Background: an optimization exercise with open tools, aiming at small area and a short achievable clock period. Do not read the settings as production practice.
Where RTL was checked, it was by simulation tests only, not by an equivalence proof against the original.
Only the layout flow was run in runs 2 to 7; the RTL was not checked for function there.
Power figures rest on the tool's default switching activity, not on a simulated workload.

--- flow/design.v ---
package bp_pkg;
    localparam int unsigned HIST_W_DEF = 8;
    localparam int unsigned CNT_W_DEF  = 2;
    localparam int unsigned PC_W_DEF   = 32;
    localparam int unsigned MODE_GLOBAL = 0;
    localparam int unsigned MODE_GSHARE = 1;
    localparam logic [CNT_W_DEF-1:0] WEAK_NT = 2'b01;
    function automatic integer weak_nt(input integer cnt_w);
        weak_nt = (1 << (cnt_w - 1)) - 1;
    endfunction
endpackage
module sat_counter #(
    parameter int unsigned          CNT_W   = 2,
    parameter logic [CNT_W-1:0]     RST_VAL = '0
) (
    input  logic             clk,
    input  logic             rst_n,
    input  logic             en,
    input  logic             inc,
    output logic [CNT_W-1:0] cnt
);
    localparam logic [CNT_W-1:0] CNT_MAX = '1;
    always_ff @(posedge clk or negedge rst_n) begin
        if (!rst_n) begin
            cnt <= RST_VAL;
        end else if (en) begin
            if (inc && (cnt != CNT_MAX)) begin
                cnt <= cnt + CNT_W'(1);
            end else if (!inc && (cnt != '0)) begin
                cnt <= cnt - CNT_W'(1);
            end
        end
    end
endmodule
module gshare_predictor #(
    parameter int unsigned HIST_W = bp_pkg::HIST_W_DEF,
    parameter int unsigned CNT_W  = bp_pkg::CNT_W_DEF,
    parameter int unsigned PC_W   = bp_pkg::PC_W_DEF,
    parameter int unsigned MODE   = bp_pkg::MODE_GSHARE
) (
    input  logic              clk,
    input  logic              rst_n,
    input  logic              Pred_Valid,
    input  logic [PC_W-1:0]   Pred_PC,
    output logic              Pred_Taken,
    output logic [HIST_W-1:0] Pred_Index,
    input  logic              Upd_Valid,
    input  logic [HIST_W-1:0] Upd_Index,
    input  logic              Upd_Taken,
    input  logic              Upd_Mispredict,
    output logic [15:0]       Mispred_Count
);
    localparam int unsigned      DEPTH   = 2 ** HIST_W;
    localparam logic [CNT_W-1:0] RST_CNT = CNT_W'(bp_pkg::weak_nt(CNT_W));
    logic [HIST_W-1:0] spec_hist;
    logic [HIST_W-1:0] arch_hist;
    logic [CNT_W-1:0]  cnt [DEPTH];
    logic              flush;
    logic              unused_pc;
    assign unused_pc = ^Pred_PC;
    if (MODE == bp_pkg::MODE_GSHARE) begin : g_gshare
        assign Pred_Index = Pred_PC[HIST_W+1:2] ^ spec_hist;
    end else begin : g_global
        assign Pred_Index = spec_hist;
    end
    assign Pred_Taken = cnt[Pred_Index][CNT_W-1];
    for (genvar i = 0; i < DEPTH; i++) begin : g_pht
        sat_counter #(
            .CNT_W   (CNT_W),
            .RST_VAL (RST_CNT)
        ) u_cnt (
            .clk   (clk),
            .rst_n (rst_n),
            .en    (Upd_Valid && (Upd_Index == HIST_W'(i))),
            .inc   (Upd_Taken),
            .cnt   (cnt[i])
        );
    end
    assign flush = Upd_Valid && Upd_Mispredict;
    always_ff @(posedge clk or negedge rst_n) begin
        if (!rst_n) begin
            spec_hist <= '0;
            arch_hist <= '0;
        end else begin
            if (Upd_Valid) begin
                arch_hist <= {arch_hist[HIST_W-2:0], Upd_Taken};
            end
            if (flush) begin
                spec_hist <= {arch_hist[HIST_W-2:0], Upd_Taken};
            end else if (Pred_Valid) begin
                spec_hist <= {spec_hist[HIST_W-2:0], Pred_Taken};
            end
        end
    end
    always_ff @(posedge clk or negedge rst_n) begin
        if (!rst_n) begin
            Mispred_Count <= '0;
        end else if (flush && (Mispred_Count != 16'hFFFF)) begin
            Mispred_Count <= Mispred_Count + 16'd1;
        end
    end
endmodule
--- flow/run.sh ---
#!/bin/bash
# synth_recipe.tcl (not shown) runs the flow's synth.tcl, then flattens the netlist and writes it again
# the make line also repeats each setting of config.mk as NAME=value (left out here)
make -C /OpenROAD-flow-scripts/flow DESIGN_CONFIG=/design/flow/config.mk WORK_HOME=/design/flow/orfs CLKGATE_MAP_FILE= SYNTH_SCRIPT=/design/flow/synth_recipe.tcl finish
--- flow/config.mk ---
export PLATFORM = sky130hd
export DESIGN_NAME = gshare_predictor
export DESIGN_NICKNAME = gshare_predictor
export VERILOG_FILES = /design/flow/design.v
export SDC_FILE = /design/flow/constraint.sdc
export NUM_CORES = 4
export LEC_CHECK = 0
export CAP_MARGIN = 20
export CORE_MARGIN = 2
export CORE_UTILIZATION = 40
export SLEW_MARGIN = 20
--- flow/constraint.sdc ---
create_clock -name core_clock -period 7.5 [get_ports {clk}]
set_input_delay 1.5000 -clock core_clock [delete_from_list [all_inputs] [get_ports {clk}]]
set_output_delay 1.5000 -clock core_clock [all_outputs]
set_load 0.01 [all_outputs]
==> run_results.csv, run 1 <==
group,metric,value,unit
status,status,"finished clean",
layout,post-route-util,45.42,%
clock_tree,cts.htree.levels,2,
flow_run,cap_violations,0,
worst_setup_path,cpPeakStageDelay,0.58,ns
clock_tree,cts_tree,"built",
min_path,min_path_cells,1,
timing,hold_viol_final,0,
synth,ys_types,67,
clock_tree,numCtsBuffers,61,
timing,drv_slew,0,
synth,yosysWarnings,3,
clock_tree,cts-resized-gates,0,
grt,grt_max_degree,243,
worst_setup_path,worstReg2RegEnd,"spec_hist[0]",
timing,period_share,93.33,%
placement,numPortBuffers,46,
floorplanning,die_width,281.4,um
worst_setup_path,slowest_stage,"a2111oi_0",
grt,antenna_found_initial,1,
clock_tree,cts_sinks,543,
detailed_routing,drtIter0Drc,2456,
timing,setup-tns-final,0,ns
detailed_routing,first_pass_iters,8,
worst_setup_path,critPathKind,"in2out",
placement,placed_cells,4792,
floorplanning,die_area,79200,um^2
synth,synth_fp_nets,3922,
detailed_routing,via_per_inst,5.616,
timing,finalCriticalPeriod,7.000,ns
synth,synth-seq-area-share,45.18,%
grt,track_usage,23.07,%
clock_tree,ctsHoldBuffers,0,
detailed_routing,vias,27580,
synth,synth_seq_cells,543,
synth,syn_area,30790,um^2
worst_setup_path,r2r_start,"spec_hist[1]",
layout,drive_gt1_share,13.28,%
layout,stdcell_count,4911,
floorplanning,initial_core_util,40.47,%
synth,async_flop_share,100.0,%
clock_tree,cts_setup_buffers,0,
min_path,hold_end,"Mispred_Count[8]",
synth,syn_area_per_cell,7.945,um^2
min_path,hold_start,"Mispred_Count[8]",
floorplanning,io_pins,71,
detailed_routing,wl_per_cell,18.59,um
timing,fin_worst_hold_slack,0.4928,ns
worst_setup_path,setup.worst_path.end_class,"output port",
placement,place_congestion,0.8482,
timing,grt_setup_unrepaired,"no",
floorplanning,rows,101,
floorplanning,core-area,76080,um^2
layout,nets,3872,
clock_tree,clockRootBuffer,"clkbuf_16",
synth,syn_inst,3875,
worst_setup_path,path_max_fanout,15,
synth,synthFlopType,"dfrtp_1",
clock_tree,clk_pin_slew,0.06,ns
detailed_routing,drc_errors,0,
worst_setup_path,reg2reg_depth,10,
worst_setup_path,crit_required,6.00,ns
pwr,ir_worst_vdd,0.0001900,V
detailed_routing,ant_nets,0,
grt,grt_overflow,0,
min_path,min-delay-path-class,"reg2reg",
layout,syn2layout_area_growth,12.23,%
clock_tree,cts_buffer_depth,3,
pwr,p_per_area,229.7,nW/um^2
worst_setup_path,startpoint_type,"input pin",
worst_setup_path,worstPathCellList,"clkdlybuf4s50_1 > xnor2_4 > inv_2 > buf_4 > o21ai_0 > a221oi_1 > o31ai_1 > nor3_1 > buf_4 > a2111oi_0 > nor4_2 > nor2_1 > clkdlybuf4s50_1",
timing,setup_viol,0,
timing,fmax,142.9,MHz
worst_setup_path,reg2reg_slack,3.90,ns
detailed_routing,drt_wl_total,91.28,mm
timing,skew,0.04095,ns
grt,grt_pass1_wl,144.0,mm
placement,dp_hpwl,57.73,mm
timing,maxSlewHeadroom,26.90,%
clock_tree,insertion_delay,0.66,ns
timing,worstMarginPinSlew,1.094,ns
worst_setup_path,arrival,5.50,ns
floorplanning,die_y,281.4,um
pwr,total_leakage_power,12.88,nW
synth,synth_edf_count,0,
grt,grt_pass1_vias,24940,
[per-stage QoR]
stage / area [um^2] / power (mW) / worst slack (ns)
after floorplan: 30790 / 4.041 / 2.567
after global placement: 32480 / 4.841 / 0.5321
after detailed placement: 32480 / 4.853 / 0.5833
after CTS: 34540 / 7.969 / 0.5596
after global routing: 34540 / 8.235 / 0.3008
final: 34550 / 7.936 / 0.5000
[Yosys cell counts (all sizes together), types with 2 or more instances]
cell type,count,area (um^2)
a21oi,315,1577
mux2i,32,320.3
or4,3,22.52
o32ai,3,26.28
buf,47,266.5
a2111oi,6,52.55
o2111ai,3,26.28
and2,162,1013
nand4,7,43.79
xor2,4,35.03
a221oi,12,105.1
clkbuf,203,762.0
a31oi,9,56.30
a22oi,30,230.2
inv,105,399.1
xnor2,19,200.2
a211oi,98,735.7
dfstp,256,6726
nand3,280,1401
nor2,308,1182
and4,2,17.52
a32oi,9,78.83
mux2,19,217.7
and3,165,1032
o211ai,4,30.03
nand2b,6,37.54
a311oi,9,78.83
mux4,3,67.56
a221o,2,20.02
a22o,6,52.55
o22ai,11,68.82
nand2,696,2613
o2bb2ai,2,17.52
o221ai,6,52.55
o21ai,607,3038
nand3b,96,720.7
nor3,26,135.1
or3b,2,17.52
nor4,4,31.28
dfrtp,287,7182
[cell families (layout without fill, tap and decap cells)]
kind of cell               count (synthesis)  after routing  share of synthesized area, %
and+or+nand+nor                         1759           1759                         26.90
AOI/OAI and AO/OA                       1140           1140                         20.51
DFF                                      543            543                         45.18
buffers and inverters                    355            358                         4.637
muxes                                     54             54                         1.967
xor gates and xnor gates                  23             23                        0.7641
adders and majority gates                  1              1                       0.04064
other                                      0              3                             0
[how the worst max path moves through the flow]
stage                     startpoint          to  slack (ns)  depth (start not counted)
final                     Pred_PC[3]  Pred_Taken        0.50                         13
after global routing      Pred_PC[3]  Pred_Taken        0.30                         13
after CTS                 Pred_PC[2]  Pred_Taken        0.56                         12
after detailed placement  Pred_PC[2]  Pred_Taken        0.58                         12
after global placement    Pred_PC[2]  Pred_Taken        0.53                         12
after floorplan           Pred_PC[2]  Pred_Taken        2.57                          8
[critical path: cells and delay by family]
family	cells	cell delay, ns
buf+inv	5	1.85
simple gates	3	0.44
compound gates	4	1.23
xor+xnor	1	0.45
[final cells by class]
| cell class | count | area (um^2) |
|---|---|---|
| Timing Repair Buffer | 137 | 1216 |
| Multi-Input combinational cell | 2977 | 15670 |
| Clock inverter | 15 | 197.7 |
| Tap cell | 1030 | 1289 |
| Sequential cell | 543 | 13910 |
| Clock buffer | 101 | 1867 |
| Inverter | 105 | 399.1 |
| Antenna cell | 3 | 7.507 |
| Fill cell | 7389 | 41520 |
[routing by layer]
metal | part of all wire (%) | track usage, % | vias to the layer above
met2 | 44 | 36.02 | 739
met3 | 5.9 | 3.083 | 167
met1 | 46 | 32.93 | 13210
met5 | 0 | 0 | -
li1 | - | - | 13470
met4 | 3.3 | 7.870 | 0
[cells in the final DEF (no fill, tap or decap), drive strengths merged, types with 30 or more instances in the layout]
master,instances
a211oi,98
a21oi,315
a22oi,30
and2,162
and3,165
buf,93
clkbuf,101
clkdlybuf4s50,44
dfrtp,287
dfstp,256
inv,105
mux2i,32
nand2,696
nand3,280
nand3b,96
nor2,308
o21ai,607
[where the power goes]
part           internal, mW  switching, mW
sequential             2.98         0.0536
clock                  1.80           1.29
combinational         0.617           1.20
[state kept, by name, indices dropped and copies added (netlist names)]
name             count
g_pht.u_cnt.cnt    512
Mispred_Count       16
arch_hist            7
spec_hist            8
==> inputs of run 2 (changes only) <==
==> flow/design.v (replaced) <==
package bp_pkg;
    localparam int unsigned HIST_W_DEF = 8;
    localparam int unsigned CNT_W_DEF  = 2;
    localparam int unsigned PC_W_DEF   = 32;
    localparam int unsigned MODE_GLOBAL = 0;
    localparam int unsigned MODE_GSHARE = 1;
    localparam logic [CNT_W_DEF-1:0] WEAK_NT = 2'b01;
    function automatic integer weak_nt(input integer cnt_w);
        weak_nt = (1 << (cnt_w - 1)) - 1;
    endfunction
endpackage
module sat_counter (
    input  logic clk,
    input  logic rst_n,
    input  logic en,
    input  logic inc,
    output logic dir,
    output logic sat
);
    always_ff @(posedge clk or negedge rst_n) begin
        if (!rst_n) begin
            dir    <= 1'b0;
            sat <= 1'b0;
        end else if (en) begin
            if (!sat) dir <= inc;
            sat <= (dir == inc);
        end
    end
endmodule
module gshare_predictor #(
    parameter int unsigned HIST_W = bp_pkg::HIST_W_DEF,
    parameter int unsigned PC_W   = bp_pkg::PC_W_DEF
) (
    input  logic              clk,
    input  logic              rst_n,
    input  logic              Pred_Valid,
    input  logic [PC_W-1:0]   Pred_PC,
    output logic              Pred_Taken,
    output logic [HIST_W-1:0] Pred_Index,
    input  logic              Upd_Valid,
    input  logic [HIST_W-1:0] Upd_Index,
    input  logic              Upd_Taken,
    input  logic              Upd_Mispredict,
    output logic [15:0]       Mispred_Count
);
    localparam int unsigned DEPTH = 2 ** HIST_W;
    logic [HIST_W-1:0] spec_hist;
    logic [HIST_W-1:0] arch_hist;
    logic [DEPTH-1:0]  dir;
    logic [DEPTH-1:0]  sat;
    logic              flush;
    assign Pred_Index = Pred_PC[HIST_W+1:2] ^ spec_hist;
    assign Pred_Taken = dir[Pred_Index];
    for (genvar i = 0; i < DEPTH; i++) begin : g_pht
        sat_counter u_cnt (
            .clk    (clk),
            .rst_n  (rst_n),
            .en     (Upd_Valid && (Upd_Index == HIST_W'(i))),
            .inc    (Upd_Taken),
            .dir    (dir[i]),
            .sat (sat[i])
        );
    end
    assign flush = Upd_Valid && Upd_Mispredict;
    always_ff @(posedge clk or negedge rst_n) begin
        if (!rst_n) begin
            spec_hist <= '0;
            arch_hist <= '0;
        end else begin
            if (Upd_Valid) begin
                arch_hist <= {arch_hist[HIST_W-2:0], Upd_Taken};
            end
            if (flush) begin
                spec_hist <= {arch_hist[HIST_W-2:0], Upd_Taken};
            end else if (Pred_Valid) begin
                spec_hist <= {spec_hist[HIST_W-2:0], Pred_Taken};
            end
        end
    end
    always_ff @(posedge clk or negedge rst_n) begin
        if (!rst_n) begin
            Mispred_Count <= '0;
        end else if (flush && (Mispred_Count != 16'hFFFF)) begin
            Mispred_Count <= Mispred_Count + 16'd1;
        end
    end
endmodule
--- a/flow/config.mk
+++ b/flow/config.mk
@@ -9,3 +9,4 @@
 export CORE_MARGIN = 2
 export CORE_UTILIZATION = 40
+export SETUP_SLACK_MARGIN = 3.0
 export SLEW_MARGIN = 20
==> run 2 against run 1 <==
Compared with the run above: still clean on timing, DRC and antenna; worst setup slack improved by 1.6 ns; global-route usage down 3.6 points; wire length down 26%; sequential cell count stayed put; sequential power up 7%; synthesized area decreased by 12%; via count is 33% lower; core utilization grew 1.0 points; largest cell class is now sequential cells.
==> run_results.csv, run 2 <==
group,metric,value,unit
timing,grt_setup_unrepaired,"yes",
grt,grt_pass1_vias,18610,
synth,syn_inst,2363,
layout,register_area,13590,um^2
floorplanning,initial_core_util,40.37,%
synth,ys_types,51,
layout,syn2layout_area_growth,15.02,%
layout,final_cell_mix,"dfrtp_1, mux2_2, o21ai_0",
synth,syn_area_per_cell,11.45,um^2
synth,yosysWarnings,2,
clock_tree,numCtsBuffers,59,
placement,numPortBuffers,46,
placement,place_congestion,0.7836,
detailed_routing,vias,18560,
clock_tree,insertion_delay,0.62,ns
detailed_routing,first_pass_iters,5,
placement,dp_hpwl,39.27,mm
clock_tree,cts_sinks,543,
clock_tree,ctsHoldBuffers,0,
timing,worstMarginPinSlew,1.040,ns
grt,grt_overflow,0,
layout,multi_input_area,12780,um^2
synth,synthFlopType,"dfrtp_1",
layout,reg_top3,"g_pht.u_cnt.dir (256), g_pht.u_cnt.sat (256), Mispred_Count (16)",
synth,synth_top_cells_by_count,"dfrtp_1, o21ai_0, mux2_2",
floorplanning,rows,95,
pwr,power,7.863,mW
synth,ys_top_cells_by_area,"dfrtp_1, mux2_2, xor2_1",
floorplanning,die_width,264.1,um
detailed_routing,wl_per_cell,20.74,um
timing,hold_viol_final,0,
timing,period_share,71.47,%
timing,setup_viol,0,
flow_run,cap_violations,0,
min_path,hold_start,"arch_hist[6]",
pwr,p_per_area,252.6,nW/um^2
clock_tree,cts_tree,"built",
worst_setup_path,arrival,3.86,ns
layout,fill_cells,6037,
synth,yosys.area.top_type_share,50.21,%
worst_setup_path,reg2reg_slack,4.41,ns
layout,antenna_cells,0,
status,status,"finished clean",
synth,synth_edf_count,0,
grt,antenna_found_initial,0,
layout,layout_commonest_cell,"dfrtp_1",
timing,finalCriticalPeriod,5.360,ns
clock_tree,cts_buffer_depth,3,
floorplanning,die_area,69750,um^2
synth,synth_seq_cells,543,
detailed_routing,ant_nets,0,
detailed_routing,via_per_inst,5.694,
grt,track_usage,19.46,%
layout,drive_gt1_share,24.85,%
floorplanning,core-area,67040,um^2
worst_setup_path,startpoint_type,"input pin",
synth,syn_area,27060,um^2
worst_setup_path,timing.critical_path.from,"Pred_PC[6]",
synth,synth_top_area_cell,"dfrtp_1",
timing,drv_slew,0,
timing,skew,0.02070,ns
detailed_routing,drtIter0Drc,1537,
worst_setup_path,crit_required,6.00,ns
synth,synth.most_common_cell,"dfrtp_1",
worst_setup_path,setup.worst_path.end_class,"output port",
detailed_routing,drc_errors,0,
synth,synth-seq-area-share,50.21,%
synth,synth_fp_nets,2410,
clock_tree,clockRootBuffer,"clkbuf_16",
synth,async_flop_share,100.0,%
timing,fmax,186.6,MHz
grt,grt_pass1_wl,107.0,mm
min_path,min-delay-path-class,"reg2reg",
timing,setup-tns-final,0,ns
floorplanning,die_y,264.1,um
worst_setup_path,critPathKind,"in2out",
worst_setup_path,path_max_fanout,4,
pwr,total_leakage_power,13.69,nW
timing,maxSlewHeadroom,30.69,%
pwr,ir_worst_vdd,0.0001981,V
floorplanning,io_pins,71,
detailed_routing,drt_wl_total,67.58,mm
layout,nets,2386,
worst_setup_path,r2r_start,"spec_hist[3]",
grt,grt_max_degree,175,
clock_tree,cts.htree.levels,2,
clock_tree,clk_pin_slew,0.06,ns
-- run 2: area by class of cell --
class | instances | share of cell area (%)
clock inverter | 24 | 0.9245
timing repair buffer | 151 | 4.908
clock buffer | 84 | 5.664
tap | 873 | 3.509
inverter | 8 | 0.2171
sequential | 543 | 43.65
timing repair inverter | 2 | 0.06432
multi-input combinational | 1574 | 41.06
-- run 2: report_power, final --
group | switching, mW | internal (mW)
clock | 1.21 | 1.83
sequential | 0.143 | 3.10
combinational | 0.864 | 0.707
total | 2.22 | 5.64
-- run 2: stage by stage --
stage,util [%],hold slack (ns),worst slack (ns),std cells,instance area [um^2]
2_1_floorplan,-,0.4460,2.776,2363,27100
5_1_grt,46.43,0.5155,2.094,3259,31130
3_3_place_gp,42.13,0.4604,0.9441,3101,28250
4_1_cts,46.10,0.4982,2.145,3243,30910
3_5_place_dp,42.13,0.4867,0.9394,3101,28250
6_report,46.43,0.4993,2.140,3259,31130
-- run 2: kinds of logic after synthesis --
| family | count (synthesis) | synth area share (%) |
|---|---|---|
| fa+ha+maj | 1 | 0.04623 |
| simple gates | 394 | 7.153 |
| mux | 344 | 16.86 |
| flops | 543 | 50.21 |
| compound gates | 556 | 12.95 |
| xor+xnor | 279 | 9.183 |
| buf+inv | 246 | 3.597 |
-- run 2: metal layers --
layer  share of wire (%)  GRT usage [%]
met2                  49          32.75
met5                   0              0
met1                  44          25.89
met3                 4.1          2.713
met4                 2.8          6.542
-- run 2: worst paths after layout --
kind | to | cells after the start
hold reg to reg | spec_hist[7] | 2
setup reg to reg | spec_hist[0] | 13
max in group asynchronous | Mispred_Count[13] | 3
setup / recovery | Pred_Taken | 11
min in group asynchronous | g_pht[116].u_cnt.sat | 1
hold / removal | spec_hist[7] | 2
-- run 2: worst max-delay path, stage by stage --
cell             delay, ns
clkdlybuf4s50_1       0.45
xnor2_2               0.15
buf_6                 0.15
buf_4                 0.17
nor3_2                0.33
o21ai_0               0.25
o211ai_1              0.31
a31oi_4               0.05
nand3_1               0.09
and4_4                0.29
buf_6                 0.12
-- run 2: what timing repair did --
| action | CTS | global route |
|---|---|---|
| resized for setup | 92 | 18 |
| endpoints found under the setup margin | 9 | 4 |
| buffers inserted | 30 | 15 |
| pin swaps | 18 | 11 |
| gates cloned | 4 | 0 |
==> inputs of run 3 (changes only) <==
--- a/flow/config.mk
+++ b/flow/config.mk
@@ -8,5 +8,7 @@
 export CAP_MARGIN = 20
 export CORE_MARGIN = 2
-export CORE_UTILIZATION = 40
+export CORE_UTILIZATION = 60
+export CTS_BUF_LIST = sky130_fd_sc_hd__clkbuf_8
+export CTS_CLUSTER_SIZE = 20
 export SETUP_SLACK_MARGIN = 3.0
 export SLEW_MARGIN = 20
==> run 3 against run 2 <==
Compared with the run above: still clean on timing, DRC and antenna; non-clock buffer count decreased by 11; fmax rose by 0.14%; combinational power is 3% lower; largest cell class unchanged.
==> run_results.csv, run 3 <==
group,metric,value,unit
layout,nets,2406,
detailed_routing,ant_nets,0,
synth,synth_xor_area_share,9.183,%
detailed_routing,first_pass_iters,5,
detailed_routing,wl_per_cell,22.11,um
timing,grt_setup_unrepaired,"yes",
grt,antenna_found_initial,0,
synth,synth_adder_area_share,0.04624,%
synth,syn_inst,2363,
clock_tree,ctsHoldBuffers,0,
layout,reg_top3,"g_pht.u_cnt.dir (256), g_pht.u_cnt.sat (256), Mispred_Count (16)",
synth,yosys.area.top_type_share,50.21,%
synth,synth_top_area_cell,"dfrtp_1",
layout,syn2layout_area_growth,12.65,%
detailed_routing,via_per_inst,6.244,
grt,grt_overflow,0,
floorplanning,core-area,44410,um^2
timing,drv_slew,0,
synth,synth_seq_cells,543,
grt,grt_pass1_vias,18580,
timing,hold_viol_final,0,
timing,setup-tns-final,0,ns
detailed_routing,drtIter0Drc,1692,
floorplanning,rows,77,
synth,synth-simple-area-share,7.153,%
status,status,"finished clean",
synth,ys_top_cells_by_area,"dfrtp_1, mux2_2, xor2_1",
clock_tree,cts_tree,"built",
worst_setup_path,arrival,3.85,ns
layout,stdcell_count,3017,
floorplanning,die_width,216.4,um
timing,setup_viol,0,
grt,grt_max_degree,213,
placement,place_congestion,0.7963,
placement,numPortBuffers,46,
worst_setup_path,path_max_fanout,6,
worst_setup_path,setup.worst_path.end_class,"output port",
placement,placed_cells,2819,
worst_setup_path,timing.critical_path.from,"Pred_PC[3]",
worst_setup_path,slowest_stage,"mux4_2",
synth,synthFlopType,"dfrtp_1",
detailed_routing,drc_errors,0,
timing,period_share,71.36,%
synth,yosysWarnings,2,
synth,synth.most_common_cell,"dfrtp_1",
pwr,power.clock.fraction,35.6,%
floorplanning,io_pins,71,
synth,synth-seq-area-share,50.21,%
layout,fill_cells,3274,
synth,synth_mux_area_share,16.86,%
clock_tree,clockRootBuffer,"clkbuf_8",
worst_setup_path,worstPathCellList,"buf_8 > xor2_4 > buf_6 > buf_12 > mux4_2 > mux4_2 > a31oi_4 > nand3_1 > and4_4 > buf_6",
pwr,p_comb_share,20.6,%
worst_setup_path,critPathKind,"in2out",
synth,synth_fp_nets,2410,
detailed_routing,vias,18840,
pwr,p_per_area,243.4,nW/um^2
pwr,sequentialPowerShare,43.8,%
flow_run,cap_violations,0,
floorplanning,die_area,46820,um^2
synth,synth_top_cells_by_count,"dfrtp_1, o21ai_0, mux2_2",
pwr,switching_share,29.30,%
synth,synth_compound_area_share,12.95,%
synth,synth_edf_count,0,
timing,skew,0.01750,ns
layout,drive_gt1_share,25.36,%
worst_setup_path,startpoint_type,"input pin",
pwr,power.switching,2.174,mW
synth,async_flop_share,100.0,%
clock_tree,numCtsBuffers,92,
pwr,internal_power,5.245,mW
min_path,min-delay-path-class,"reg2reg",
synth,syn_area_per_cell,11.45,um^2
pwr,ir_worst_vdd,0.0001942,V
timing,fmax,186.8,MHz
worst_setup_path,path_delay_family,"multiplexers",
floorplanning,die_y,216.4,um
synth,syn_area,27060,um^2
clock_tree,insertion_delay,0.67,ns
pwr,total_leakage_power,13.70,nW
timing,worstMarginPinSlew,1.314,ns
clock_tree,clk_pin_slew,0.06,ns
worst_setup_path,critPathBufInv,4,
clock_tree,cts.htree.levels,3,
layout,layout_commonest_cell,"dfrtp_1",
timing,finalCriticalPeriod,5.352,ns
grt,track_usage,29.32,%
layout,final_cell_mix,"dfrtp_1, mux2_2, o21ai_0",
clock_tree,cts_sinks,543,
floorplanning,initial_core_util,60.93,%
placement,dp_hpwl,37.98,mm
timing,maxSlewHeadroom,12.41,%
worst_setup_path,r2r_start,"spec_hist[1]",
layout,antenna_cells,0,
worst_setup_path,crit_required,6.00,ns
synth,synth_top_family_by_area,"multiplexers",
min_path,hold_start,"arch_hist[6]",
grt,grt_pass1_wl,106.1,mm
clock_tree,cts_buffer_depth,3,
worst_setup_path,cpPeakStageDelay,0.57,ns
detailed_routing,drt_wl_total,66.71,mm
synth,ys_types,51,
## run 3: cell counts after synthesis
Identical to the previous run, type by type.
## run 3: final timing paths
kind,endpoint,slack [ns],cells past startpoint
max in group asynchronous,g_pht[196].u_cnt.dir,5.25,2
hold / removal,spec_hist[7],0.49,2
setup / recovery,Pred_Taken,2.15,10
setup reg to reg,spec_hist[0],4.41,10
hold reg to reg,spec_hist[7],0.49,2
min in group asynchronous,g_pht[122].u_cnt.sat,0.87,1
## run 3: tightest hold or removal path, cell delays in order (launching register included)
cell	delay, ns
dfrtp_1	0.34
nand2_1	0.04
o21ai_0	0.07
## run 3: power groups by stage
| stage | Combinational (mW) | Sequential, mW | Clock, mW |
|---|---|---|---|
| 4_1_cts | 1.53 | 3.24 | 2.70 |
| 5_1_grt | 1.62 | 3.27 | 2.83 |
| 3_3_place_gp | 1.19 | 3.28 | 0 |
| 2_1_floorplan | 0.763 | 3.26 | 0 |
| 6_report | 1.53 | 3.25 | 2.64 |
| 3_5_place_dp | 1.22 | 3.29 | 0 |
## run 3: metrics by stage
step	setup WS [ns]	hold WS [ns]	cell area (um^2)	total power [mW]	utilization [%]
CTS	2.150	0.5034	30450	7.469	68.57
global placement	0.7983	0.4737	27890	4.476	62.79
global route	2.039	0.5324	30480	7.722	68.63
detailed placement	0.6845	0.4918	27890	4.510	62.79
floorplan	2.776	0.4460	27100	4.026	-
finish	2.148	0.4891	30480	7.418	68.63
## run 3: layout make-up
class	instances	area, um^2	share of cell area (%)
Tap cell	592	740.7	2.430
Inverter	8	48.80	0.1601
Sequential cell	543	13590	44.58
Clock inverter	37	147.6	0.4843
Multi-Input combinational cell	1574	12790	41.97
Clock buffer	123	1693	5.553
Timing Repair Buffer	140	1471	4.827
## run 3: repair_timing
action	in CTS	in global routing
setup buffers	34	1
gates resized for setup	101	4
cloned	3	0
pin swaps	22	2
endpoints found under the setup margin	9	4
## run 3: kinds of logic after synthesis
group | count (synthesis)
flops | 543
fa+ha+maj | 1
simple gates | 394
xor+xnor | 279
compound gates | 556
mux | 344
buf+inv | 246
## run 3: metal layers
metal	vias to the layer above	GRT usage [%]	part of all wire (%)
li1	8646	-	-
met1	9624	41.06	45
met2	444	47.01	47
met3	124	5.151	4.8
met4	0	9.292	3.0
met5	-	0	0
==> inputs of run 4 (changes only) <==
==> flow/flow/run.sh (new file) <==
#!/bin/bash
# Standard layout, except that the port buffers are buf_4 cells instead of
# the default choice, which is a slow delay buffer on this platform.
set -euo pipefail
export BUFFER_PORTS_ARGS="-buffer_cell sky130_fd_sc_hd__buf_4"
bash standard.sh > standard.log 2>&1
==> flow/standard.sh (new file) <==
#!/bin/bash
# synth_recipe.tcl (not shown) runs the flow's synth.tcl, then flattens the netlist and writes it again
# the make line also repeats each setting of config.mk as NAME=value (left out here)
make -C /OpenROAD-flow-scripts/flow DESIGN_CONFIG=/design/flow/config.mk WORK_HOME=/design/flow/orfs CLKGATE_MAP_FILE= SYNTH_SCRIPT=/design/flow/synth_recipe.tcl "${@:-finish}"
removed: flow/run.sh
==> run 4 against run 3 <==
Compared with the run above: via count is 0.49% lower; wire length is 0.29% lower; critical endpoint unchanged; largest power group unchanged; die area stayed put; register-to-register slack better by 0.12 ns; worst setup slack worse by 0.069 ns; synthesized cell count stayed put; clock power is 4% lower; core utilization is 0.55 points lower; critical path type unchanged; worst hold slack worse by 0.010 ns; total power is 1.6% lower; synthesized area stayed put; non-clock buffer count is 2 higher.
==> run_results.csv, run 4 <==
group,metric,value,unit
status,status,"finished clean",
floorplanning,initial_core_util,60.93,%
timing,hold_viol_final,0,
synth,async_flop_share,100.0,%
synth,synth_top_area_cell,"dfrtp_1",
clock_tree,insertion_delay,0.66,ns
placement,dp_hpwl,37.74,mm
synth,synthFlopType,"dfrtp_1",
worst_setup_path,crit_required,6.00,ns
placement,place_congestion,0.8173,
worst_setup_path,critPathKind,"in2out",
timing,maxSlewHeadroom,25.16,%
worst_setup_path,path_delay_family,"buffers and inverters",
layout,syn2layout_area_growth,11.75,%
layout,nets,2409,
detailed_routing,vias,18750,
detailed_routing,ant_nets,0,
floorplanning,core-area,44410,um^2
clock_tree,cts_tree,"built",
min_path,min-delay-path-class,"reg2reg",
detailed_routing,first_pass_iters,5,
worst_setup_path,arrival,3.92,ns
grt,grt_max_degree,195,
synth,synth_top_cells_by_count,"dfrtp_1, o21ai_0, mux2_2",
detailed_routing,drt_wl_total,66.52,mm
timing,period_share,72.28,%
timing,setup_viol,0,
clock_tree,clockRootBuffer,"clkbuf_8",
synth,yosys.area.top_type_share,50.21,%
worst_setup_path,worstPathCellList,"buf_8 > xnor2_4 > buf_6 > clkinvlp_4 > buf_4 > buf_12 > buf_4 > mux4_2 > o211ai_1 > nand3_2 > nor4_4 > nand2_1 > and4_4 > buf_6",
placement,numPortBuffers,46,
synth,ys_types,51,
synth,yosysWarnings,2,
pwr,ir_worst_vdd,0.0002157,V
timing,skew,0.01485,ns
synth,synth_edf_count,0,
timing,setup-tns-final,0,ns
grt,grt_pass1_wl,105.4,mm
layout,drive_gt1_share,26.31,%
layout,stdcell_area,30240,um^2
clock_tree,cts.htree.levels,3,
worst_setup_path,timing.critical_path.from,"Pred_PC[5]",
timing,finalCriticalPeriod,5.421,ns
placement,placed_cells,2817,
clock_tree,clk_pin_slew,0.05,ns
floorplanning,rows,77,
pwr,p_per_area,241.3,nW/um^2
min_path,hold_start,"arch_hist[6]",
layout,stdcell_count,3017,
timing,fin_worst_hold_slack,0.4789,ns
grt,grt_pass1_vias,18380,
worst_setup_path,setup.worst_path.end_class,"output port",
detailed_routing,drtIter0Drc,1501,
grt,track_usage,29.10,%
worst_setup_path,critPathBufInv,7,
worst_setup_path,slowest_stage,"nor4_4",
synth,syn_area_per_cell,11.45,um^2
timing,drv_slew,0,
layout,layout_commonest_cell,"dfrtp_1",
detailed_routing,via_per_inst,6.213,
timing,grt_setup_unrepaired,"yes",
layout,final_cell_mix,"dfrtp_1, mux2_2, o21ai_0",
clock_tree,numCtsBuffers,92,
synth,ys_top_cells_by_area,"dfrtp_1, mux2_2, xor2_1",
synth,synth.most_common_cell,"dfrtp_1",
worst_setup_path,r2r_start,"spec_hist[1]",
detailed_routing,wl_per_cell,22.05,um
synth,synth_seq_cells,543,
flow_run,cap_violations,0,
detailed_routing,drc_errors,0,
placement,dpl_cell_area,27770,um^2
clock_tree,cts_sinks,543,
layout,reg_top3,"g_pht.u_cnt.dir (256), g_pht.u_cnt.sat (256), Mispred_Count (16)",
synth,synth_fp_nets,2410,
floorplanning,die_area,46820,um^2
synth,syn_area,27060,um^2
floorplanning,die_y,216.4,um
floorplanning,die_width,216.4,um
floorplanning,io_pins,71,
timing,fmax,184.5,MHz
grt,grt_overflow,0,
worst_setup_path,path_max_fanout,5,
timing,worstMarginPinSlew,1.123,ns
synth,synth-seq-area-share,50.21,%
synth,syn_inst,2363,
layout,antenna_cells,0,
clock_tree,cts_buffer_depth,3,
worst_setup_path,cpPeakStageDelay,0.37,ns
grt,antenna_found_initial,0,
pwr,total_leakage_power,13.74,nW
worst_setup_path,startpoint_type,"input pin",
-- run 4: per-stage QoR --
step                setup WS, ns  total power, mW  util, %
finish                     2.079            7.296    68.09
global route               2.072            7.594    68.09
CTS                        2.149            7.249    67.41
detailed placement         1.384            4.501    62.52
global placement           1.395            4.464    62.51
floorplan                  2.776            4.026        -
-- run 4: repair_timing --
action                                  in CTS  in global routing
endpoints found under the setup margin       2                  1
pin swaps                                    6                 10
buffers inserted                            19                 22
gates resized for setup                     41                 18
hold buffers                                 0                  0
cloned                                       2                  0
-- run 4: cell type report --
class / instances / area (um^2)
fillers: 3365 / 14170
flip-flops and latches: 543 / 13590
clock buffers: 116 / 1597
repair inverters: 1 / 8.758
clock inverters: 41 / 161.4
well taps: 592 / 740.7
inverters: 8 / 60.06
multi-input cells: 1574 / 12730
repair buffers: 142 / 1359
-- run 4: final timing paths --
path / cells after the start / to / slack, ns
hold / removal: 2 / spec_hist[7] / 0.48
max in group asynchronous: 2 / arch_hist[6] / 4.97
min in group asynchronous: 1 / g_pht[65].u_cnt.sat / 0.94
hold reg to reg: 2 / spec_hist[7] / 0.48
setup reg to reg: 10 / spec_hist[0] / 4.53
setup / recovery: 14 / Pred_Taken / 2.08
-- run 4: kinds of logic after synthesis --
kind of cell / after synthesis / synth area share, %
AO/OA/AOI/OAI: 556 / 12.95
XOR/XNOR: 279 / 9.183
adder cells (fa/ha/maj): 1 / 0.04623
buffers and inverters: 246 / 3.597
flip-flops: 543 / 50.21
multiplexers: 344 / 16.86
AND/OR/NAND/NOR: 394 / 7.153
-- run 4: where the power goes --
part / switching, mW / internal, mW / total [mW] / leakage (nW)
Clock: 1.17 / 1.37 / 2.54 / 1.04
Sequential: 0.139 / 3.10 / 3.24 / 7.45
Combinational: 0.832 / 0.678 / 1.51 / 5.24
Total: 2.14 / 5.15 / 7.30 / 13.7
-- run 4: worst reg2reg max path, stage by stage (launching register included) --
cell and delay (ns):
dfrtp_1 0.46, xor2_4 0.21, buf_12 0.18, buf_16 0.17
mux4_2 0.56, o211ai_1 0.25, nand3_2 0.14, nor4_4 0.37
nand2_1 0.09, and4_4 0.22, a31o_1 0.21
-- run 4: routing by layer --
metal | vias up | GRT usage (%) | wire length (um)
li1 | 8642 | - | -
met1 | 9610 | 41.50 | 30310
met2 | 388 | 46.77 | 31550
met3 | 105 | 4.225 | 3081
met4 | 0 | 8.653 | 1571
met5 | - | 0 | 0
==> inputs of run 5 (changes only) <==
--- a/flow/config.mk
+++ b/flow/config.mk
@@ -9,6 +9,7 @@
 export CORE_MARGIN = 2
 export CORE_UTILIZATION = 60
-export CTS_BUF_LIST = sky130_fd_sc_hd__clkbuf_8
-export CTS_CLUSTER_SIZE = 20
+export CTS_BUF_LIST = sky130_fd_sc_hd__clkbuf_16
+export CTS_CLUSTER_DIAMETER = 60
+export CTS_CLUSTER_SIZE = 30
 export SETUP_SLACK_MARGIN = 3.0
 export SLEW_MARGIN = 20
==> run 5 against run 4 <==
Compared with the run above: still clean; first-iteration DRC count is 22% higher; combinational power about the same; count of clock-buffer cells in the layout shrank 71; critical path depth decreased by 1; synthesized area stayed put; worst setup slack worse by 0.0092 ns; core utilization is 0.70 points lower; clock skew up 0.0097 ns; clock power fell by 7%; register-to-register slack barely moved.
==> run_results.csv, run 5 <==
group,metric,value,unit
grt,grt_pass1_wl,104.6,mm
worst_setup_path,path_max_fanout,7,
worst_setup_path,arrival,3.93,ns
clock_tree,insertion_delay,0.59,ns
layout,antenna_cells,0,
worst_setup_path,slowest_stage,"mux4_2",
clock_tree,numCtsBuffers,42,
clock_tree,clk_pin_slew,0.07,ns
synth,syn_inst,2363,
worst_setup_path,setup.worst_path.end_class,"output port",
grt,grt_pass1_vias,18010,
synth,synth_fp_nets,2410,
placement,dpl_cell_area,27770,um^2
layout,stdcell_count,2935,
floorplanning,die_y,216.4,um
synth,synthFlopType,"dfrtp_1",
detailed_routing,drt_wl_total,66.04,mm
pwr,power,7.113,mW
synth,async_flop_share,100.0,%
min_path,min-delay-path-class,"reg2reg",
layout,syn2layout_area_growth,10.60,%
synth,syn_area_per_cell,11.45,um^2
timing,skew,0.02458,ns
detailed_routing,wl_per_cell,22.50,um
floorplanning,initial_core_util,60.93,%
timing,worstMarginPinSlew,1.073,ns
timing,setup-tns-final,0,ns
placement,numPortBuffers,46,
worst_setup_path,worstPathCellList,"buf_8 > xnor2_4 > buf_6 > clkinvlp_4 > buf_12 > buf_8 > buf_12 > mux4_2 > mux4_2 > a31oi_4 > nand3_2 > and4_4 > buf_6",
floorplanning,io_pins,71,
placement,dp_hpwl,37.74,mm
clock_tree,cts_buffer_depth,3,
flow_run,cap_violations,0,
worst_setup_path,cpPeakStageDelay,0.53,ns
pwr,total_leakage_power,13.38,nW
timing,grt_setup_unrepaired,"yes",
synth,ys_top_cells_by_area,"dfrtp_1, mux2_2, xor2_1",
synth,synth_top_cells_by_count,"dfrtp_1, o21ai_0, mux2_2",
synth,synth_seq_cells,543,
layout,nets,2356,
pwr,p_per_area,237.7,nW/um^2
detailed_routing,via_per_inst,6.279,
layout,post-route-util,67.39,%
detailed_routing,drc_errors,0,
detailed_routing,ant_nets,0,
layout,stdcell_area,29930,um^2
timing,hold_viol_final,0,
synth,synth.most_common_cell,"dfrtp_1",
placement,placed_cells,2817,
worst_setup_path,crit_required,6.00,ns
grt,track_usage,28.92,%
clock_tree,cts_sinks,543,
timing,period_share,72.40,%
synth,synth-seq-area-share,50.21,%
timing,finalCriticalPeriod,5.430,ns
layout,drive_gt1_share,24.93,%
layout,fill_cells,3341,
detailed_routing,drtIter0Drc,1834,
placement,place_congestion,0.8173,
grt,grt_max_degree,195,
timing,setup_viol,0,
detailed_routing,first_pass_iters,5,
pwr,ir_worst_vdd,0.0002357,V
status,status,"finished clean",
floorplanning,core-area,44410,um^2
synth,yosys.area.top_type_share,50.21,%
synth,synth_top_area_cell,"dfrtp_1",
worst_setup_path,path_delay_family,"buffers and inverters",
synth,syn_area,27060,um^2
synth,ys_types,51,
synth,yosysWarnings,2,
layout,layout_commonest_cell,"dfrtp_1",
layout,reg_top3,"g_pht.u_cnt.dir (256), g_pht.u_cnt.sat (256), Mispred_Count (16)",
floorplanning,die_area,46820,um^2
clock_tree,cts.htree.levels,2,
worst_setup_path,critPathKind,"in2out",
timing,fmax,184.2,MHz
floorplanning,die_width,216.4,um
timing,drv_slew,0,
layout,final_cell_mix,"dfrtp_1, mux2_2, o21ai_0",
floorplanning,rows,77,
timing,maxSlewHeadroom,28.44,%
grt,antenna_found_initial,0,
synth,synth_edf_count,0,
clock_tree,clockRootBuffer,"clkbuf_16",
worst_setup_path,critPathBufInv,7,
clock_tree,cts_tree,"built",
detailed_routing,vias,18430,
worst_setup_path,startpoint_type,"input pin",
grt,grt_overflow,0,
-- run 5: worst min-delay path, stage by stage (launching register included) --
cell	delay, ns
dfrtp_1	0.34
nand2_1	0.05
o21ai_0	0.06
-- run 5: final timing paths --
check / start / to / slack, ns / cells after the start
worst min register to register: arch_hist[6] / spec_hist[7] / 0.48 / 2
min in group asynchronous: rst_n / g_pht[65].u_cnt.sat / 1.01 / 1
max in group asynchronous: rst_n / g_pht[14].u_cnt.dir / 4.90 / 2
worst min-delay path: arch_hist[6] / spec_hist[7] / 0.48 / 2
worst max register to register: spec_hist[1] / spec_hist[0] / 4.52 / 9
worst max-delay path: Pred_PC[5] / Pred_Taken / 2.07 / 13
-- run 5: report_power, final --
group | total (mW) | internal, mW | switching [mW]
combinational | 1.51 | 0.681 | 0.832
clock | 2.36 | 1.18 | 1.19
sequential | 3.24 | 3.10 | 0.140
-- run 5: final cells by class --
type,instances,area [um^2],area share (%)
Timing Repair Buffer,139,1356,4.532
Timing Repair inverter,1,8.758,0.02926
Multi-Input combinational cell,1574,12730,42.53
Clock buffer,45,1126,3.763
Inverter,8,60.06,0.2007
Clock inverter,33,320.3,1.070
Tap cell,592,740.7,2.475
Sequential cell,543,13590,45.40
-- run 5: cell families after synthesis --
family	Yosys count	synth area share [%]
compound gates	556	12.95
xor+xnor	279	9.183
fa+ha+maj	1	0.04623
buf+inv	246	3.597
flops	543	50.21
mux	344	16.86
simple gates	394	7.153
-- run 5: per-stage QoR --
stage | setup slack [ns] | hold slack, ns
2_1_floorplan | 2.776 | 0.4460
3_3_place_gp | 1.395 | 0.4600
3_5_place_dp | 1.384 | 0.4637
4_1_cts | 2.149 | 0.4820
5_1_grt | 2.062 | 0.5124
6_report | 2.070 | 0.4800
-- run 5: layer usage --
| layer | share of wire, % | GRT usage [%] |
|---|---|---|
| met1 | 45 | 41.12 |
| met2 | 47 | 46.62 |
| met3 | 5.1 | 4.309 |
| met4 | 2.6 | 8.379 |
| met5 | 0 | 0 |
-- run 5: what timing repair did --
action | 4_1_cts | 5_1_grt
pin swaps | 6 | 10
setup endpoints to repair | 2 | 1
gates resized for setup | 41 | 20
buffers inserted | 19 | 19
hold buffers | 0 | 0
gates cloned | 2 | 0
==> inputs of run 6 (changes only) <==
--- a/flow/config.mk
+++ b/flow/config.mk
@@ -10,6 +10,6 @@
 export CORE_UTILIZATION = 60
 export CTS_BUF_LIST = sky130_fd_sc_hd__clkbuf_16
-export CTS_CLUSTER_DIAMETER = 60
-export CTS_CLUSTER_SIZE = 30
+export CTS_CLUSTER_DIAMETER = 80
+export CTS_CLUSTER_SIZE = 24
 export SETUP_SLACK_MARGIN = 3.0
 export SLEW_MARGIN = 20
==> run 6 against run 5 <==
Compared with the run above: sequential share of layout area rose by 0.59 points; highest routed layer unchanged; core utilization is 0.86 points lower; first-iteration DRC count up 0.44%; sequential power about the same; critical path depth did not move; clock skew down 0.0043 ns; non-clock buffer count is 4 higher; still clean; synthesized cell count stayed put.
==> run_results.csv, run 6 <==
group,metric,value,unit
clock_tree,cts_buffer_depth,3,
floorplanning,core-area,44410,um^2
worst_setup_path,critPathBufInv,7,
grt,grt_pass1_wl,103.7,mm
pwr,sequentialPowerShare,48.1,%
flow_run,cap_violations,0,
placement,place_ws,1.384,ns
placement,numPortBuffers,46,
synth,synth.most_common_cell,"dfrtp_1",
pwr,total_leakage_power,13.21,nW
worst_setup_path,path_max_fanout,8,
worst_setup_path,crit_top_cell,"buf_6",
timing,fmax,183.8,MHz
detailed_routing,drtIter0Drc,1842,
pwr,p_comb_share,22.7,%
clock_tree,cts.htree.levels,1,
synth,async_flop_share,100.0,%
layout,final_cell_mix,"dfrtp_1, mux2_2, o21ai_0",
timing,maxSlewHeadroom,26.02,%
synth,synth_fp_nets,2410,
synth,syn_area_per_cell,11.45,um^2
synth,synth_top_area_cell,"dfrtp_1",
floorplanning,rows,77,
timing,fin_worst_hold_slack,0.4867,ns
synth,synth_edf_count,0,
clock_tree,numCtsBuffers,31,
synth,syn_inst,2363,
pwr,switching_share,30.01,%
synth,ys_types,51,
clock_tree,clockRootBuffer,"clkbuf_16",
timing,period_share,72.55,%
grt,track_usage,28.50,%
clock_tree,cts_sinks,543,
floorplanning,io_pins,71,
placement,dpl_cell_area,27770,um^2
synth,syn_area,27060,um^2
floorplanning,die_area,46820,um^2
detailed_routing,wl_per_cell,22.47,um
placement,place_congestion,0.8173,
layout,nets,2349,
timing,finalCriticalPeriod,5.441,ns
timing,drv_slew,0,
worst_setup_path,arrival,3.94,ns
placement,dp_hpwl,37.74,mm
worst_setup_path,startpoint_type,"input pin",
status,status,"finished clean",
layout,syn2layout_area_growth,9.182,%
synth,synth-seq-area-share,50.21,%
timing,worstMarginPinSlew,1.110,ns
synth,synthFlopType,"dfrtp_1",
pwr,ir_worst_vdd,0.0002469,V
detailed_routing,vias,18290,
worst_setup_path,slowest_stage,"mux4_2",
worst_setup_path,critPathKind,"in2out",
grt,grt_max_degree,195,
timing,setup_viol,0,
worst_setup_path,worstPathCellList,"buf_6 > xnor2_4 > buf_6 > clkinvlp_4 > buf_12 > buf_8 > buf_12 > mux4_2 > mux4_2 > a31oi_4 > nand3_2 > and4_4 > buf_6",
layout,fill_cells,3405,
timing,hold_viol_final,0,
layout,stdcell_area,29550,um^2
timing,skew,0.02033,ns
grt,grt_overflow,0,
worst_setup_path,setup.worst_path.end_class,"output port",
timing,setup-tns-final,0,ns
synth,ys_top_cells_by_area,"dfrtp_1, mux2_2, xor2_1",
layout,reg_top3,"g_pht.u_cnt.dir (256), g_pht.u_cnt.sat (256), Mispred_Count (16)",
pwr,internal_power,4.709,mW
worst_setup_path,cpPeakStageDelay,0.54,ns
layout,antenna_cells,0,
clock_tree,insertion_delay,0.63,ns
clock_tree,clk_pin_slew,0.09,ns
synth,synth_seq_cells,543,
worst_setup_path,crit_required,6.00,ns
grt,antenna_found_initial,0,
synth,synth_top_cells_by_count,"dfrtp_1, o21ai_0, mux2_2",
layout,drive_gt1_share,24.42,%
layout,layout_commonest_cell,"dfrtp_1",
detailed_routing,via_per_inst,6.275,
pwr,power.clock.fraction,29.2,%
worst_setup_path,path_delay_family,"buffers and inverters",
detailed_routing,ant_nets,0,
detailed_routing,drc_errors,0,
grt,grt_pass1_vias,17900,
pwr,p_per_area,227.7,nW/um^2
synth,yosysWarnings,2,
floorplanning,initial_core_util,60.93,%
synth,yosys.area.top_type_share,50.21,%
timing,grt_setup_unrepaired,"yes",
clock_tree,cts_tree,"built",
pwr,power.switching,2.019,mW
detailed_routing,first_pass_iters,5,
timing,setup_ws,2.059,ns
min_path,min-delay-path-class,"reg2reg",
floorplanning,die_y,216.4,um
detailed_routing,drt_wl_total,65.48,mm
floorplanning,die_width,216.4,um
run 6: cell count changes in the layout (fill, tap and decap cells not counted), moves of 4 or more:
cell	delta
inv_6	+6
clkinv_4	-5
inv_8	-5
clkinv_8	-4
clkbuf_16	-14
run 6: power by group through the flow:
stage / Combinational (mW) / Sequential (mW) / Clock, mW
after floorplan: 0.763 / 3.26 / 0
after global placement: 1.18 / 3.28 / 0
after detailed placement: 1.21 / 3.29 / 0
after CTS: 1.40 / 3.24 / 2.01
after global routing: 1.63 / 3.26 / 2.10
final: 1.53 / 3.23 / 1.97
run 6: cells by family (layout without fill, tap and decap cells):
logic type      Yosys count  count (layout)  share of synthesized area [%]
xor+xnor                279             279                          9.183
buf+inv                 246             205                          3.597
compound gates          556             556                          12.95
flops                   543             543                          50.21
simple gates            394             394                          7.153
fa+ha+maj                 1               1                        0.04623
mux                     344             344                          16.86
run 6: final cells by class:
type	instances	area, um^2	share of cell area, %
Inverter	8	60.06	0.2033
Clock buffer	31	775.7	2.626
Clock inverter	22	266.5	0.9020
Tap cell	592	740.7	2.507
Multi-Input combinational cell	1574	12710	43.02
Timing Repair inverter	1	8.758	0.02964
Sequential cell	543	13590	45.99
Timing Repair Buffer	143	1395	4.722
run 6: final timing paths:
| path | cells past startpoint | slack (ns) | end | start |
|---|---|---|---|---|
| worst max register to register | 9 | 4.49 | spec_hist[0] | spec_hist[0] |
| worst max-delay path | 13 | 2.06 | Pred_Taken | Pred_PC[5] |
| max in group asynchronous | 2 | 4.98 | g_pht[14].u_cnt.dir | rst_n |
| worst min register to register | 2 | 0.49 | spec_hist[7] | arch_hist[6] |
| worst min-delay path | 2 | 0.49 | spec_hist[7] | arch_hist[6] |
| min in group asynchronous | 1 | 0.96 | g_pht[65].u_cnt.sat | rst_n |
run 6: worst register-to-register path, delay by kind of cell, from the launching register on:
family	cells	cell delay, ns
XOR/XNOR	1	0.18
AND/OR/NAND/NOR	4	0.83
multiplexers	1	0.61
buffers and inverters	1	0.23
flip-flops	1	0.46
AO/OA/AOI/OAI	2	0.60
run 6: repair_timing:
| action | in CTS | in global routing |
|---|---|---|
| hold buffers | 0 | 0 |
| pin swaps | 6 | 9 |
| endpoints found under the hold margin | 0 | 0 |
| cloned | 2 | 0 |
| endpoints found under the setup margin | 2 | 1 |
| gates resized for setup | 41 | 17 |
| setup buffers | 19 | 23 |
run 6: metal layers:
metal	up-vias	GRT usage (%)	share of wire, %
li1	8503	-	-
met1	9286	40.77	45
met2	386	46.05	47
met3	111	3.789	4.9
met4	0	8.242	3.3
met5	-	0	0
run 6: per-stage QoR:
| step | power, mW | instances | util [%] |
|---|---|---|---|
| 2_1_floorplan | 4.026 | 2363 | - |
| 3_3_place_gp | 4.464 | 2817 | 62.51 |
| 3_5_place_dp | 4.501 | 2817 | 62.52 |
| 4_1_cts | 6.645 | 2891 | 65.80 |
| 5_1_grt | 6.996 | 2914 | 66.52 |
| 6_report | 6.728 | 2914 | 66.52 |
==> inputs of run 7 (changes only) <==
--- a/flow/design.v
+++ b/flow/design.v
@@ -51,5 +51,17 @@
     logic              flush;
     assign Pred_Index = Pred_PC[HIST_W+1:2] ^ spec_hist;
-    assign Pred_Taken = dir[Pred_Index];
+    logic [15:0] sel_lo;
+    logic [15:0] sel_hi;
+    logic [15:0] grp;
+    always_comb begin
+        for (int j = 0; j < 16; j++) begin
+            sel_lo[j] = (Pred_Index[3:0] == 4'(j));
+            sel_hi[j] = (Pred_Index[7:4] == 4'(j));
+        end
+    end
+    for (genvar g = 0; g < 16; g++) begin : g_grp
+        assign grp[g] = |(dir[16*g +: 16] & sel_lo);
+    end
+    assign Pred_Taken = |(grp & sel_hi);
     for (genvar i = 0; i < DEPTH; i++) begin : g_pht
         sat_counter u_cnt (
==> flow/run.sh (new file) <==
#!/bin/bash
# synth_recipe.tcl (not shown) runs the flow's synth.tcl, then flattens the netlist and writes it again
# the make line also repeats each setting of config.mk as NAME=value (left out here)
make -C /OpenROAD-flow-scripts/flow DESIGN_CONFIG=/design/flow/config.mk WORK_HOME=/design/flow/orfs CLKGATE_MAP_FILE= SYNTH_SCRIPT=/design/flow/synth_recipe.tcl finish
--- a/flow/config.mk
+++ b/flow/config.mk
@@ -8,8 +8,5 @@
 export CAP_MARGIN = 20
 export CORE_MARGIN = 2
-export CORE_UTILIZATION = 60
-export CTS_BUF_LIST = sky130_fd_sc_hd__clkbuf_16
-export CTS_CLUSTER_DIAMETER = 80
-export CTS_CLUSTER_SIZE = 24
+export CORE_UTILIZATION = 40
 export SETUP_SLACK_MARGIN = 3.0
 export SLEW_MARGIN = 20
removed: flow/flow/run.sh
removed: flow/standard.sh
==> run 7 against run 6 <==
Compared with the run above: synthesized area is 0.53% lower; sequential cell count stayed put; die area up 48%; design area rose by 6.7%; total power is 22% higher; count of clock-buffer cells in the layout rose by 50; via count up 6.8%.
==> run_results.csv, run 7 <==
group,metric,value,unit
status,status,"finished clean",
placement,place_ws,0.4331,ns
detailed_routing,ant_nets,0,
detailed_routing,vias,19520,
pwr,p_per_area,260.1,nW/um^2
timing,skew,0.01929,ns
grt,track_usage,19.73,%
synth,async_flop_share,100.0,%
worst_setup_path,reg2reg_slack,3.98,ns
clock_tree,insertion_delay,0.63,ns
layout,fill_cells,5941,
placement,place_congestion,0.8269,
grt,grt_overflow,0,
floorplanning,rows,95,
detailed_routing,routed-wl-met2,32.89,mm
synth,synth.most_common_cell,"dfrtp_1",
pwr,power.switching,2.448,mW
synth,syn_inst,2476,
worst_setup_path,cpPeakStageDelay,0.43,ns
layout,final_cell_mix,"dfrtp_1, nor3_1, mux2_2",
detailed_routing,drc_errors,0,
floorplanning,die_width,263.4,um
detailed_routing,via_per_inst,5.781,
detailed_routing,first_pass_iters,6,
timing,setup_viol,0,
layout,stdcell_area,31520,um^2
timing,maxSlewHeadroom,28.04,%
pwr,sequentialPowerShare,39.6,%
pwr,ir_worst_vdd,0.0001709,V
min_path,min_path_cells,2,
synth,synth-seq-area-share,50.48,%
timing,setup_ws,1.840,ns
worst_setup_path,path_max_fanout,9,
timing,fmax,176.7,MHz
worst_setup_path,startpoint_type,"input pin",
synth,synth_top_area_cell,"dfrtp_1",
synth,yosysWarnings,2,
layout,syn2layout_area_growth,17.11,%
worst_setup_path,cp.depth,13,
floorplanning,core-area,66920,um^2
clock_tree,cts_sinks,543,
placement,dp_hpwl,41.32,mm
detailed_routing,met1_length,30.36,mm
synth,synthFlopType,"dfrtp_1",
timing,hold_viol_final,0,
clock_tree,cts_buffer_depth,3,
clock_tree,cts.htree.levels,2,
floorplanning,io_pins,71,
worst_setup_path,worstPathCellList,"buf_6 > xnor2_4 > buf_12 > inv_12 > buf_12 > mux2i_2 > o22a_1 > o221ai_1 > a32oi_2 > o31ai_1 > o31a_1 > or3b_4 > buf_6",
worst_setup_path,critPathKind,"in2out",
floorplanning,initial_core_util,40.22,%
clock_tree,numCtsBuffers,56,
min_path,min-delay-path-class,"reg2reg",
grt,grt_pass1_vias,19430,
clock_tree,clockRootBuffer,"clkbuf_16",
synth,synth_seq_cells,543,
worst_setup_path,reg2reg_depth,14,
worst_setup_path,setup.worst_path.end_class,"output port",
worst_setup_path,path_delay_family,"compound AO/OA/AOI/OAI gates",
worst_setup_path,slowest_stage,"or3b_4",
pwr,switching_share,29.87,%
placement,dpl_cell_area,28200,um^2
floorplanning,die_y,263.4,um
timing,worstMarginPinSlew,1.079,ns
placement,numPortBuffers,46,
grt,grt_max_degree,185,
pwr,total_leakage_power,13.94,nW
timing,drv_slew,0,
min_path,hold_end,"spec_hist[7]",
pwr,internal_power,5.750,mW
synth,ys_top_cells_by_area,"dfrtp_1, mux2_2, xor2_1",
synth,syn_area_per_cell,10.87,um^2
detailed_routing,wl_per_cell,20.36,um
timing,setup-tns-final,0,ns
synth,synth_edf_count,0,
layout,drive_gt1_share,24.12,%
flow_run,cap_violations,0,
pwr,power.clock.fraction,37.3,%
detailed_routing,drtIter0Drc,1500,
timing,fin_worst_hold_slack,0.4801,ns
timing,finalCriticalPeriod,5.660,ns
clock_tree,clk_pin_slew,0.06,ns
layout,reg_top3,"g_pht.u_cnt.dir (256), g_pht.u_cnt.sat (256), Mispred_Count (16)",
clock_tree,cts_tree,"built",
grt,antenna_found_initial,1,
synth,ys_types,55,
worst_setup_path,arrival,4.16,ns
grt,grt_pass1_wl,109.6,mm
synth,syn_area,26920,um^2
floorplanning,die_area,69380,um^2
detailed_routing,met3WireLength,3.329,mm
worst_setup_path,worstReg2RegEnd,"spec_hist[0]",
pwr,p_comb_share,23.1,%
synth,synth_fp_nets,2523,
timing,grt_setup_unrepaired,"yes",
layout,layout_commonest_cell,"dfrtp_1",
synth,synth_top_cells_by_count,"dfrtp_1, nor3_1, o21ai_0",
layout,antenna_cells,0,
worst_setup_path,critPathBufInv,5,
layout,nets,2507,
detailed_routing,routed.top_layer,"met5",
worst_setup_path,crit_required,6.00,ns
detailed_routing,drt_wl_total,68.76,mm
min_path,hold_start,"arch_hist[6]",
timing,period_share,75.46,%
synth,yosys.area.top_type_share,50.48,%
worst_setup_path,r2r_start,"spec_hist[0]",
clock_tree,ctsHoldBuffers,0,
pwr,power,8.198,mW
[run 7: cell type report]
type / count / area, um^2 / area share [%]
inverters: 9 / 77.57 / 0.2461
flip-flops and latches: 543 / 13590 / 43.11
clock inverters: 21 / 344.1 / 1.092
clock buffers: 81 / 1688 / 5.355
repair buffers: 174 / 1792 / 5.684
multi-input cells: 1675 / 12940 / 41.04
repair inverters: 1 / 3.754 / 0.01191
well taps: 873 / 1092 / 3.465
[run 7: tightest hold or removal path: stages, from the launching register on]
cell and delay [ns]:
dfrtp_1 0.34, nand2_1 0.04, o21ai_0 0.06
[run 7: worst max-delay path by stage]
| stage | start | endpoint | slack [ns] |
|---|---|---|---|
| 6_report | Pred_PC[5] | Pred_Taken | 1.84 |
| 5_1_grt | Pred_PC[2] | Pred_Taken | 1.79 |
| 4_1_cts | Pred_PC[2] | Pred_Taken | 1.91 |
| 3_5_place_dp | Pred_PC[5] | Pred_Taken | 0.43 |
| 3_3_place_gp | Pred_PC[5] | Pred_Taken | 0.46 |
| 2_1_floorplan | Pred_PC[4] | Pred_Taken | 2.48 |
[run 7: repair_timing]
action / CTS / global route
hold endpoints to repair: 0 / 0
setup endpoints to repair: 10 / 1
gates resized for setup: 167 / 3
setup buffers: 53 / 2
pin swaps: 54 / 6
gates cloned: 4 / 0
[run 7: cells by family after synthesis]
| logic type | after synthesis | synth area share [%] |
|---|---|---|
| AND/OR/NAND/NOR | 431 | 7.828 |
| adder cells (fa/ha/maj) | 1 | 0.04648 |
| XOR/XNOR | 279 | 9.204 |
| flip-flops | 543 | 50.48 |
| AO/OA/AOI/OAI | 675 | 16.72 |
| multiplexers | 289 | 11.98 |
| buffers and inverters | 258 | 3.742 |
[run 7: through the flow]
step | util [%] | std cells
global placement | 42.14 | 3213
finish | 47.10 | 3377
floorplan | - | 2476
detailed placement | 42.14 | 3213
CTS | 46.96 | 3372
global route | 47.10 | 3377
[run 7: power by group through the flow]
| stage | clock (mW) | sequential, mW | combinational, mW |
|---|---|---|---|
| global route | 3.24 | 3.27 | 2.00 |
| CTS | 3.13 | 3.25 | 1.86 |
| finish | 3.06 | 3.25 | 1.89 |
| global placement | 0 | 3.28 | 1.40 |
| floorplan | 0 | 3.26 | 0.785 |
| detailed placement | 0 | 3.29 | 1.42 |
[run 7: metal layers]
metal  up-vias  GRT usage (%)
li1       9105              -
met1      9840          26.25
met2       436          32.90
met3       139          2.965
met4         2          6.795
met5         -              0

-- port drivers added, routing unchanged --
How much do the figures lean on ideal ports? The routed layouts below were timed once more, with nothing changed but the port constraints.
Step 1 sets driving cells, clkbuf_16 on the clock port and buf_2 on the other inputs (assumed; they add their load-dependent delay and slew).
Step 2, shift: input delay + t, output delay - t, t = (earliest + latest rising clock arrival at the registers) / 2. This alone moves slack from input paths to output paths.
Slacks: ideal ports / drivers / drivers and shift; pairs: ideal ports / drivers.
| run | t, ns | slack for setup (ns) | worst hold slack (ns) | clock arrival spread, ns | cell pins on the clock port's net |
|---|---|---|---|---|---|
| run 1 | 0.712 | 0.500 / 0.478 / 0.478 | 0.493 / 0.493 / 0.493 | 0.046 / 0.045 | 1 |
| run 2 | 0.673 | 2.140 / 2.108 / 2.108 | 0.499 / 0.499 / 0.499 | 0.028 / 0.029 | 1 |
| run 3 | 0.714 | 2.148 / 2.069 / 2.069 | 0.489 / 0.489 / 0.489 | 0.026 / 0.026 | 1 |
| run 4 | 0.712 | 2.079 / 2.020 / 2.020 | 0.479 / 0.479 / 0.479 | 0.016 / 0.017 | 1 |
| run 5 | 0.641 | 2.070 / 2.015 / 2.015 | 0.480 / 0.480 / 0.480 | 0.029 / 0.029 | 1 |
| run 6 | 0.675 | 2.059 / 2.006 / 2.006 | 0.487 / 0.487 / 0.487 | 0.030 / 0.030 | 1 |
| run 7 | 0.673 | 1.840 / 1.803 / 1.803 | 0.480 / 0.480 / 0.480 | 0.026 / 0.027 | 1 |
After both steps every run listed still meets setup and hold. For run 3, which loses most, drivers alone change the setup slack by -0.079 ns; drivers and shift together by -0.079 ns.
